This design comes from an exercise in tuning for small area, a short achievable clock period and few clock cycles per item on the open sky130 flow, not from production work.
Function was checked by simulation only, so behaviour that the tests miss may differ from the original.

## sha256_round_core
module sha256_round_core (
  input  logic         clock,
  input  logic         reset,
  input  logic         start,
  input  logic         first_block,
  input  logic         w_reg_rdy,
  input  logic [31:0]  w_reg_data,
  output logic         w_reg_read,
  output logic [5:0]   w_reg_addr,
  output logic         busy,
  output logic         done,
  output logic [255:0] digest
);
Size in the first run: roughly 3900 cells after synthesis, about 600 flip-flops, about 300 I/O pins, ~0.038 mm2 of cells after synthesis.
Settings: LEC_CHECK=0, CAP_MARGIN=20, CORE_MARGIN=2, CORE_UTILIZATION=40, PLACE_DENSITY=0.6, SETUP_SLACK_MARGIN=5, SLEW_MARGIN=20; clock period 10.0 ns.
run.sh (not shown) runs the stock make flow with config.mk's settings and CLKGATE_MAP_FILE= SYNTH_SCRIPT=/design/flow/synth_recipe.tcl, a recipe that flattens the netlist after the stock synthesis.
The baseline produced a clean layout.
Testbench counts at the start, summed over its fixed seeds: cycles 20,453, blocks 256.
Rerun with:
==> flow/flow/run.sh (new file) <==
#!/bin/bash
# Layout flow: the standard ORFS flow (standard synthesis unchanged), with
# the port buffers made of sky130_fd_sc_hd__buf_1 instead of the cell
# buffer_ports picks by default. Every ORFS step keeps its own log under
# orfs/logs; the make output goes to flow_make.log here.
set -euo pipefail
bash standard.sh "BUFFER_PORTS_ARGS=-buffer_cell sky130_fd_sc_hd__buf_1" finish > flow_make.log 2>&1
==> flow/standard.sh (new file) <==
#!/bin/bash
# synth_recipe.tcl (not shown) runs the flow's synth.tcl, then flattens the netlist and writes it again
# the make line also repeats each setting of config.mk as NAME=value (left out here)
make -C /OpenROAD-flow-scripts/flow DESIGN_CONFIG=/design/flow/config.mk WORK_HOME=/design/flow/orfs CLKGATE_MAP_FILE= SYNTH_SCRIPT=/design/flow/synth_recipe.tcl "${@:-finish}"
CTS_CLUSTER_DIAMETER = 80   (was unset)
CTS_CLUSTER_SIZE = 25   (was unset)
removed: flow/run.sh
Setup slack gets worse by 0.034 ns.
Cell count fell by 1.4%.
Wire length fell by 3.4%.
Via count fell by 1.4%.
Critical path depth rose by 2.
Worst hold slack gets better by 0.028 ns.
Count of clock-buffer cells in the layout fell by 51.
First-iteration DRC count rose by 6.2%.
Utilization fell by 3.5 points.

========
sha256_round_core, a different RTL version from the one above (not shown whole).
For scale: ~3700 cells after synthesis, roughly 300 I/O pins, roughly 35000 sq um of cells after synthesis.
// sha256_round_core
module sha256_round_core (
  input  logic         clock,
  input  logic         reset,
  input  logic         start,
  input  logic         first_block,
  input  logic         w_reg_rdy,
  input  logic [31:0]  w_reg_data,
  output logic         w_reg_read,
  output logic [5:0]   w_reg_addr,
  output logic         busy,
  output logic         done,
  output logic [255:0] digest
);
  logic        r_busy, r_done, r_read;
  logic [5:0]  r_addr;       
  logic        r_acc1, r_acc2;  
  logic [5:0]  r_kc;         
  logic        r_pv;         
  logic        r_fin;        
  logic        r_ld;         
  logic [1:0]  r_lcnt;
  logic        r_first;
  logic [31:0] r_a, r_b, r_c, r_d, r_e, r_f, r_g, r_h;
  logic [31:0] r_hkw;
  logic [31:0] r_p [4];      
  logic [31:0] r_q [4];      
  logic        w_go, w_ld, w_first, w_exec, w_add, w_acc;
  logic [31:0] w_k, w_x, w_ya, w_ye, w_iva, w_ive;
  logic [31:0] w_sig0, w_sig1, w_maj, w_na, w_ne, w_t1s, w_t1c;
  ...
==> flow/config.mk <==
export PLATFORM = sky130hd
export DESIGN_NAME = sha256_round_core
export DESIGN_NICKNAME = sha256_round_core
export VERILOG_FILES = /design/flow/design.v
export SDC_FILE = /design/flow/constraint.sdc
export NUM_CORES = 4
export LEC_CHECK = 0
export CAP_MARGIN = 20
export CORE_MARGIN = 2
export CORE_UTILIZATION = 40
export CTS_CLUSTER_DIAMETER = 80
export CTS_CLUSTER_SIZE = 25
export PLACE_DENSITY = 0.6
export SETUP_SLACK_MARGIN = 5
export SLEW_MARGIN = 20
==> flow/constraint.sdc <==
create_clock -name core_clock -period 10.0 [get_ports {clock}]
set_input_delay 2.0000 -clock core_clock [delete_from_list [all_inputs] [get_ports {clock}]]
set_output_delay 2.0000 -clock core_clock [all_outputs]
set_load 0.01 [all_outputs]
standard.sh (not shown) runs the stock make flow with config.mk's settings and CLKGATE_MAP_FILE= SYNTH_SCRIPT=/design/flow/synth_recipe.tcl, a recipe that flattens the netlist after the stock synthesis.
==> flow/flow/run.sh <==
#!/bin/bash
# Layout flow: the standard ORFS flow (standard synthesis unchanged), with
# - the port buffers made of sky130_fd_sc_hd__buf_1 instead of the cell
#   buffer_ports picks by default,
# - timing repair aiming at 5.75 ns of setup slack instead of config.mk's 5 (the
#   clock and constraints are unchanged), and
# - resizing not held to the original cell footprint.
# Every ORFS step keeps its own log under orfs/logs; the make output goes to
# flow_make.log here.
set -euo pipefail
bash standard.sh "BUFFER_PORTS_ARGS=-buffer_cell sky130_fd_sc_hd__buf_1" \
  SETUP_SLACK_MARGIN=5.75 MATCH_CELL_FOOTPRINT=0 finish > flow_make.log 2>&1
The baseline completed without violations.
Testbench counts at the start, summed over its fixed seeds: cycles 20,453, blocks 256.
Then changed:
--- a/flow/flow/run.sh
+++ b/flow/flow/run.sh
@@ -5 +5 @@
-# - timing repair aiming at 5.75 ns of setup slack instead of config.mk's 5 (the
+# - timing repair aiming at 6 ns of setup slack instead of config.mk's 5 (the
@@ -12 +12 @@
-  SETUP_SLACK_MARGIN=5.75 MATCH_CELL_FOOTPRINT=0 finish > flow_make.log 2>&1
+  SETUP_SLACK_MARGIN=6 MATCH_CELL_FOOTPRINT=0 finish > flow_make.log 2>&1
Sequential share of layout area came out lower by 0.36 points. Worst setup slack improved by 0.083 ns. Synthesized cell count stays the same. Design area is higher by about 1.1%. Via count rises by 0.60%. Count of clock-buffer cells in the layout grows by 9. Wire length went up by about 2%.

-- afterwards: timing with drivers on the ports --
No port has a modelled driver above. Below, the same layouts with a new extraction and two added sets of constraints. Step 1 sets driving cells, clkbuf_16 on the clock port and buf_2 on the other inputs (assumed; they add their load-dependent delay and slew). Step 2 moves the port delays by t, midway between the first and last clock arrival at a register: inputs arrive t later, outputs are due t later. That takes back most of the time a late clock gives input paths. Slacks: ideal / step 1 / step 2; pairs: ideal / step 1.
run | t (ns) | setup slack, ns | hold slack, ns | worst setup path after step 2 | latest minus earliest clock arrival (ns)
the first run of note 1 | 0.705 | 5.120 / 5.120 / 4.477 | 0.351 / 0.351 / 0.351 | input to register | 0.046 / 0.047
the second run of note 1 | 0.668 | 5.087 / 5.087 / 4.588 | 0.378 / 0.378 / 0.378 | input to register | 0.036 / 0.036
the first run of note 2 | 0.651 | 5.517 / 5.517 / 5.073 | 0.358 / 0.358 / 0.358 | input to register | 0.054 / 0.055
the second run of note 2 | 0.683 | 5.600 / 5.600 / 5.028 | 0.356 / 0.356 / 0.356 | input to register | 0.076 / 0.076
After both steps setup and hold are still met in every run listed. The setup slack of the first run of note 1, which loses most, moves by 0.000 ns with the drivers and by -0.643 ns with both steps.
